Background: an optimization exercise with open tools, aiming at small area, a short achievable clock period and few clock cycles per item. Do not read the settings as production practice. At most, simulation tests tie the RTL to the original design; equivalence was not proved.

==> flow/design.v <==
`default_nettype none
package rau_pkg;
    localparam int OPERAND_WIDTH_DEF = 16;
    localparam int ACTION_WIDTH = 3;
    localparam logic [ACTION_WIDTH-1:0] ACT_ADD = 3'd0;
    localparam logic [ACTION_WIDTH-1:0] ACT_SUB = 3'd1;
    localparam logic [ACTION_WIDTH-1:0] ACT_MUL = 3'd2;
    localparam logic [ACTION_WIDTH-1:0] ACT_DIV = 3'd3;
    localparam logic [ACTION_WIDTH-1:0] ACT_INC = 3'd4;
    localparam logic [ACTION_WIDTH-1:0] ACT_DEC = 3'd5;
endpackage
`default_nettype wire
`default_nettype none
import rau_pkg::*;
module rational_arithmetic_unit #(
    parameter int OPERAND_WIDTH = rau_pkg::OPERAND_WIDTH_DEF
) (
    input  wire logic                       aclk,
    input  wire logic                       aresetn,
    input  wire logic                       s_valid,
    output logic                            s_ready,
    input  wire logic [rau_pkg::ACTION_WIDTH-1:0] s_action,
    input  wire logic signed [OPERAND_WIDTH-1:0] s_first_numerator,
    input  wire logic signed [OPERAND_WIDTH-1:0] s_first_denominator,
    input  wire logic signed [OPERAND_WIDTH-1:0] s_second_numerator,
    input  wire logic signed [OPERAND_WIDTH-1:0] s_second_denominator,
    output logic                            m_valid,
    input  wire logic                       m_ready,
    output logic signed [2*OPERAND_WIDTH:0] m_result_numerator,
    output logic signed [2*OPERAND_WIDTH:0] m_result_denominator,
    output logic                            m_zero_over_zero
);
    localparam int OW = OPERAND_WIDTH;    
    localparam int NW = 2 * OW + 1;       
    localparam int DW = 2 * OW;           
    localparam int PW = OW + 4;           
    localparam int QW = OW + 3;           
    localparam int K  = 3;                
    function automatic logic [1:0] tzk(input logic [K:0] v);
        tzk = K[1:0];
        for (int i = K - 1; i >= 1; i = i - 1)
            if (v[i]) tzk = i[1:0];
    endfunction
    typedef enum logic [1:0] {F_IDLE, F_MUL, F_FIX, F_DONE} fst_t;
    fst_t fst_reg;
    logic [2:0] cnt_reg;
    logic       fund_reg;                 
    logic       fsub_reg;                 
    logic       fq_reg;                   
    logic       fdf_reg;                  
    logic       fsd_reg;                  
    logic       fsn_reg;                  
    logic       fnzn_reg, fnzd_reg;       
    logic signed [OW-1:0] fn1_reg, fd1_reg;
    logic [OW-1:0] mb_reg, mf_reg;
    logic signed [PW-1:0] accn_reg;
    logic signed [QW-1:0] accd_reg;
    logic          take;                  
    function automatic logic [2:0] bdec(input logic [2:0] t, input logic neg_in);
        logic one, two, neg;
        one = t[1] ^ t[0];
        two = (t == 3'b011) || (t == 3'b100);
        neg = (t[2] && !(t[1] && t[0])) ^ neg_in;
        bdec = {neg, two, one};
    endfunction
    function automatic logic [OW+1:0] bpp(input logic [2:0] d, input logic signed [OW-1:0] a);
        logic [OW+1:0] ae;
        ae  = {{2{a[OW-1]}}, a};
        bpp = ((d[0] ? ae : '0) | (d[1] ? (ae << 1) : '0)) ^ {(OW+2){d[2]}};
    endfunction
    logic [2:0]    db_reg, dn_reg, dc_reg;    
    logic [2:0]    tb_nx, tf_nx;
    logic [OW+1:0] ppb, ppf, ppc;
    logic signed [PW-1:0] sumn;
    logic signed [QW-1:0] sumd;
    assign tb_nx = {mb_reg[3:2], mb_reg[1]};
    assign tf_nx = {mf_reg[3:2], mf_reg[1]};
    assign ppb  = bpp(db_reg, fn1_reg);
    assign ppf  = bpp(dn_reg, fd1_reg);
    assign ppc  = bpp(dc_reg, fd1_reg);
    assign sumn = accn_reg + {{(PW-OW-2){ppb[OW+1]}}, ppb} + {{(PW-OW-2){ppf[OW+1]}}, ppf}
                  + PW'(db_reg[2]) + PW'(dn_reg[2]);
    assign sumd = accd_reg + {{(QW-OW-2){ppc[OW+1]}}, ppc} + QW'(dc_reg[2]);
    logic          q_in, sub_in, df_in;
    logic [OW-1:0] b_in, f_in;
    assign q_in   = !(s_action == ACT_MUL || s_action == ACT_DIV);
    assign df_in  = s_action == ACT_MUL || s_action == ACT_DIV;
    assign sub_in = s_action[0];
    always_comb begin
        case (s_action)
            ACT_ADD, ACT_SUB, ACT_DIV: begin b_in = s_second_denominator; f_in = s_second_numerator; end
            ACT_MUL:                   begin b_in = s_second_numerator; f_in = s_second_denominator; end
            default:                   begin b_in = OW'(1); f_in = OW'(1); end
        endcase
    end
    logic [NW-1:0] fnum, fnum_neg;
    logic [DW-1:0] fan, fad;
    assign fnum     = {accn_reg[OW:0], mb_reg};
    assign fnum_neg = ~fnum + NW'(1);
    assign fan      = {accn_reg[OW-1:0], mb_reg};
    assign fad      = {accd_reg[OW-1:0], mf_reg};
    logic          fboth_even;
    logic [1:0]    fsp;
    logic [DW-1:0] fan_sh, fad_sh;
    assign fboth_even = !mb_reg[0] && !mf_reg[0] && fnzn_reg && fnzd_reg;
    assign fsp        = tzk(mb_reg[K:0] | mf_reg[K:0]);
    assign fan_sh     = fan >> fsp;
    assign fad_sh     = fad >> fsp;
    logic sd_in;
    always_comb begin
        case (s_action)
            ACT_DIV:          sd_in = s_first_denominator[OW-1] ^ s_second_numerator[OW-1];
            ACT_INC, ACT_DEC: sd_in = s_first_denominator[OW-1];
            default:          sd_in = s_first_denominator[OW-1] ^ s_second_denominator[OW-1];
        endcase
    end
    assign s_ready = (fst_reg == F_IDLE);
    always_ff @(posedge aclk) begin
        if (!aresetn) begin
            fst_reg <= F_IDLE;
        end else begin
            case (fst_reg)
                F_IDLE: if (s_valid) fst_reg <= (s_action[2] && s_action[1]) ? F_DONE : F_MUL;
                F_MUL:  if (cnt_reg == 3'd7) fst_reg <= F_FIX;
                F_FIX:  fst_reg <= F_DONE;
                F_DONE: if (take) fst_reg <= F_IDLE;
                default: fst_reg <= F_IDLE;
            endcase
        end
        case (fst_reg)
            F_IDLE: begin
                fn1_reg  <= s_first_numerator;
                fd1_reg  <= s_first_denominator;
                fund_reg <= s_action[2] && s_action[1];
                fsub_reg <= sub_in;
                fq_reg   <= q_in;
                fdf_reg  <= df_in;
                fsd_reg  <= sd_in;
                mb_reg   <= b_in;
                mf_reg   <= f_in;
                db_reg   <= bdec({b_in[1:0], 1'b0}, 1'b0);
                dn_reg   <= q_in ? bdec({f_in[1:0], 1'b0}, sub_in) : {sub_in, 2'b00};
                dc_reg   <= bdec(df_in ? {f_in[1:0], 1'b0} : {b_in[1:0], 1'b0}, sd_in);
                accn_reg <= '0; accd_reg <= '0;
                cnt_reg <= '0;
                fnzn_reg <= 1'b0; fnzd_reg <= 1'b0; fsn_reg <= 1'b0;
            end
            F_MUL: begin
                accn_reg <= sumn >>> 2;
                accd_reg <= sumd >>> 2;
                mb_reg <= {sumn[1:0], mb_reg[OW-1:2]};
                mf_reg <= {sumd[1:0], mf_reg[OW-1:2]};
                db_reg <= bdec(tb_nx, 1'b0);
                dn_reg <= fq_reg ? bdec(tf_nx, fsub_reg) : {fsub_reg, 2'b00};
                dc_reg <= bdec(fdf_reg ? tf_nx : tb_nx, fsd_reg);
                cnt_reg <= cnt_reg + 3'd1;
            end
            F_FIX: begin
                fsn_reg  <= fnum[NW-1];
                fnzn_reg <= fnum != '0;
                fnzd_reg <= fad != '0;
                if (fnum[NW-1]) {accn_reg[OW:0], mb_reg} <= fnum_neg;
            end
            F_DONE: begin
                if (fboth_even) begin
                    {accn_reg[OW-1:0], mb_reg} <= fan_sh;
                    {accd_reg[OW-1:0], mf_reg} <= fad_sh;
                end
            end
            default: ;
        endcase
    end
    logic          run_reg;               
    logic [DW-1:0] x_reg, x_next;
    logic [DW-1:0] y_reg, y_next;
    logic [NW-1:0] cx1_reg, cx1_next, cy1_reg, cy1_next;
    logic [DW-1:0] cx2_reg, cx2_next, cy2_reg, cy2_next;
    logic          zoz_reg, zoz_next;
    logic          zx_reg, zx_next;       
    logic [NW-1:0] dxy, dyx;
    logic          ge, xe;
    logic [DW-1:0] v;
    logic [1:0]    s;
    logic [NW-1:0] c1;
    logic [DW-1:0] c2;
    assign dxy = {1'b0, x_reg} - {1'b0, y_reg};
    assign dyx = {1'b0, y_reg} - {1'b0, x_reg};
    assign ge  = !dxy[NW-1];
    assign xe  = !x_reg[0];
    assign v   = xe ? x_reg : (ge ? dxy[DW-1:0] : dyx[DW-1:0]);
    assign s   = tzk(xe ? x_reg[K:0] : dxy[K:0]);
    assign c1  = (xe || ge) ? cx1_reg : cy1_reg;
    assign c2  = (xe || ge) ? cx2_reg : cy2_reg;
    logic          swap, zoz_in, zero_in;
    logic [NW-1:0] sn;
    logic [DW-1:0] sd;
    assign swap    = !fad[0] && fnzn_reg;
    assign zoz_in  = !fund_reg && !fnzn_reg && !fnzd_reg;
    assign zero_in = fund_reg || (swap ? !fnzd_reg : !fnzn_reg);
    assign sn      = fsn_reg ? '1 : NW'(1);
    assign sd      = fsd_reg ? '1 : DW'(1);
    logic done;
    assign done    = run_reg && zx_reg;
    assign m_valid = done;
    assign take    = (fst_reg == F_DONE) && !fboth_even && (!run_reg || (done && m_ready));
    always_comb begin
        x_next = v >> s;
        y_next = (!xe && !ge) ? x_reg : y_reg;
        cx1_next = c1 << s;
        cx2_next = c2 << s;
        cy1_next = xe ? cy1_reg : cx1_reg + cy1_reg;
        cy2_next = xe ? cy2_reg : cx2_reg + cy2_reg;
        zx_next = zx_reg || (x_reg[0] && x_reg == y_reg);
        zoz_next = zoz_reg;
        if (take) begin
            zoz_next = zoz_in;
            zx_next  = zero_in || zoz_in;
            if (fund_reg || zoz_in) begin
                x_next = '0; cy1_next = '0; cy2_next = '0;
            end else if (!swap) begin
                x_next = fan; y_next = fad;
                cx1_next = sn; cx2_next = '0; cy1_next = '0; cy2_next = sd;
            end else begin
                x_next = fad; y_next = fan;
                cx1_next = '0; cx2_next = sd; cy1_next = sn; cy2_next = '0;
            end
        end
    end
    always_ff @(posedge aclk) begin
        if (!aresetn) begin
            run_reg <= 1'b0;
        end else begin
            if (take)                run_reg <= 1'b1;
            else if (done && m_ready) run_reg <= 1'b0;
        end
        x_reg <= x_next; y_reg <= y_next;
        cx1_reg <= cx1_next; cx2_reg <= cx2_next; cy1_reg <= cy1_next; cy2_reg <= cy2_next;
        zoz_reg <= zoz_next; zx_reg <= zx_next;
    end
    assign m_result_numerator   = cy1_reg;
    assign m_result_denominator = {cy2_reg[DW-1], cy2_reg};
    assign m_zero_over_zero     = zoz_reg;
endmodule
`default_nettype wire
Settings: LEC_CHECK=0, ABC_CLOCK_PERIOD_IN_PS=4000, CAP_MARGIN=20, CORE_MARGIN=2, CORE_UTILIZATION=40, SLEW_MARGIN=20; clock period 10.0 ns.
standard.sh (not shown) runs the stock make flow with config.mk's settings and CLKGATE_MAP_FILE= SYNTH_SCRIPT=/design/flow/synth_recipe.tcl, a recipe that flattens the netlist after the stock synthesis.
==> flow/flow/run.sh <==
#!/bin/bash
set -e
export SETUP_SLACK_MARGIN=6
bash standard.sh > standard.log 2>&1
Testbench counts at the start, summed over its fixed seeds: cycles 26,948, items 1,500.
Change:
--- a/flow/design.v
+++ b/flow/design.v
@@ -39,11 +39,11 @@
     function automatic logic [1:0] tzk(input logic [K:0] v);
         tzk = K[1:0];
         for (int i = K - 1; i >= 1; i = i - 1)
             if (v[i]) tzk = i[1:0];
     endfunction
-    typedef enum logic [1:0] {F_IDLE, F_MUL, F_FIX, F_DONE} fst_t;
+    typedef enum logic [2:0] {F_IDLE, F_SET, F_MUL, F_FIX, F_DONE} fst_t;
     fst_t fst_reg;
     logic [2:0] cnt_reg;
     logic       fund_reg;                 
     logic       fsub_reg;                 
     logic       fq_reg;                   
@@ -79,61 +79,64 @@
     assign ppf  = bpp(dn_reg, fd1_reg);
     assign ppc  = bpp(dc_reg, fd1_reg);
     assign sumn = accn_reg + {{(PW-OW-2){ppb[OW+1]}}, ppb} + {{(PW-OW-2){ppf[OW+1]}}, ppf}
                   + PW'(db_reg[2]) + PW'(dn_reg[2]);
     assign sumd = accd_reg + {{(QW-OW-2){ppc[OW+1]}}, ppc} + QW'(dc_reg[2]);
-    logic          q_in, sub_in, df_in;
+    logic [ACTION_WIDTH-1:0] act_reg;
+    logic          q_in, sub_in, df_in, und_in, sd_in;
     logic [OW-1:0] b_in, f_in;
-    assign q_in   = !(s_action == ACT_MUL || s_action == ACT_DIV);
-    assign df_in  = s_action == ACT_MUL || s_action == ACT_DIV;
-    assign sub_in = s_action[0];
+    assign und_in = act_reg[2] && act_reg[1];
+    assign q_in   = !(act_reg == ACT_MUL || act_reg == ACT_DIV);
+    assign df_in  = act_reg == ACT_MUL || act_reg == ACT_DIV;
+    assign sub_in = act_reg[0];
     always_comb begin
-        case (s_action)
-            ACT_ADD, ACT_SUB, ACT_DIV: begin b_in = s_second_denominator; f_in = s_second_numerator; end
-            ACT_MUL:                   begin b_in = s_second_numerator; f_in = s_second_denominator; end
+        case (act_reg)
+            ACT_ADD, ACT_SUB, ACT_DIV: begin b_in = mb_reg; f_in = mf_reg; end
+            ACT_MUL:                   begin b_in = mf_reg; f_in = mb_reg; end
             default:                   begin b_in = OW'(1); f_in = OW'(1); end
+        endcase
+        case (act_reg)
+            ACT_DIV:          sd_in = fd1_reg[OW-1] ^ mf_reg[OW-1];
+            ACT_INC, ACT_DEC: sd_in = fd1_reg[OW-1];
+            default:          sd_in = fd1_reg[OW-1] ^ mb_reg[OW-1];
         endcase
     end
     logic [NW-1:0] fnum, fnum_neg;
     logic [DW-1:0] fan, fad;
     assign fnum     = {accn_reg[OW:0], mb_reg};
     assign fnum_neg = ~fnum + NW'(1);
     assign fan      = {accn_reg[OW-1:0], mb_reg};
     assign fad      = {accd_reg[OW-1:0], mf_reg};
     logic          fboth_even;
-    logic [1:0]    fsp;
     logic [DW-1:0] fan_sh, fad_sh;
     assign fboth_even = !mb_reg[0] && !mf_reg[0] && fnzn_reg && fnzd_reg;
-    assign fsp        = tzk(mb_reg[K:0] | mf_reg[K:0]);
-    assign fan_sh     = fan >> fsp;
-    assign fad_sh     = fad >> fsp;
-    logic sd_in;
-    always_comb begin
-        case (s_action)
-            ACT_DIV:          sd_in = s_first_denominator[OW-1] ^ s_second_numerator[OW-1];
-            ACT_INC, ACT_DEC: sd_in = s_first_denominator[OW-1];
-            default:          sd_in = s_first_denominator[OW-1] ^ s_second_denominator[OW-1];
-        endcase
-    end
+    assign fan_sh     = fan >> 1;
+    assign fad_sh     = fad >> 1;
     assign s_ready = (fst_reg == F_IDLE);
     always_ff @(posedge aclk) begin
         if (!aresetn) begin
             fst_reg <= F_IDLE;
         end else begin
             case (fst_reg)
-                F_IDLE: if (s_valid) fst_reg <= (s_action[2] && s_action[1]) ? F_DONE : F_MUL;
+                F_IDLE: if (s_valid) fst_reg <= F_SET;
+                F_SET:  fst_reg <= und_in ? F_DONE : F_MUL;
                 F_MUL:  if (cnt_reg == 3'd7) fst_reg <= F_FIX;
                 F_FIX:  fst_reg <= F_DONE;
                 F_DONE: if (take) fst_reg <= F_IDLE;
                 default: fst_reg <= F_IDLE;
             endcase
         end
         case (fst_reg)
             F_IDLE: begin
                 fn1_reg  <= s_first_numerator;
                 fd1_reg  <= s_first_denominator;
-                fund_reg <= s_action[2] && s_action[1];
+                mb_reg   <= s_second_denominator;
+                mf_reg   <= s_second_numerator;
+                act_reg  <= s_action;
+            end
+            F_SET: begin
+                fund_reg <= und_in;
                 fsub_reg <= sub_in;
                 fq_reg   <= q_in;
                 fdf_reg  <= df_in;
                 fsd_reg  <= sd_in;
                 mb_reg   <= b_in;
- critical path depth falls by 12
- routed wire length falls by about 13%
- worst setup slack is better by 65 ps
- utilization falls by 2.2 points
- register-to-register slack is better by 110 ps
- synthesized area falls by 0.39%
- final area falls by about 5%
- first-iteration DRC count falls by about 17%
- via count falls by about 3.4%
- final cell count falls by about 0.9%
- synthesized cell count hardly moves
Function not checked in the second run of this note: the RTL went through the layout flow alone.

## separate check: timing with driven ports
The flow's constraints put no driver on any port. The routed layouts listed below were extracted and timed again, unchanged, in two steps.
Step 1, drivers: a clkbuf_16 drives aclk and a buf_2 each remaining input, both assumed.
Step 2 also shifts input and output timing later by t, the mid clock arrival at the registers, as if the neighbouring blocks saw the same clock.
Three values: ideal ports, drivers, drivers and shift; two values: the first two.
run	t (ns)	setup WS [ns]	latest minus earliest clock arrival (ns)	worst register clock-pin slew, ns
the first run	0.632	6.005 / 6.005 / 5.487	0.032 / 0.032	0.07 / 0.07
the second run	0.611	6.070 / 6.015 / 5.571	0.030 / 0.030	0.07 / 0.07
After both steps setup and hold are still met in every run listed. For the first run, which loses most, drivers alone change the setup slack by 0.000 ns; drivers and shift together by -0.518 ns.
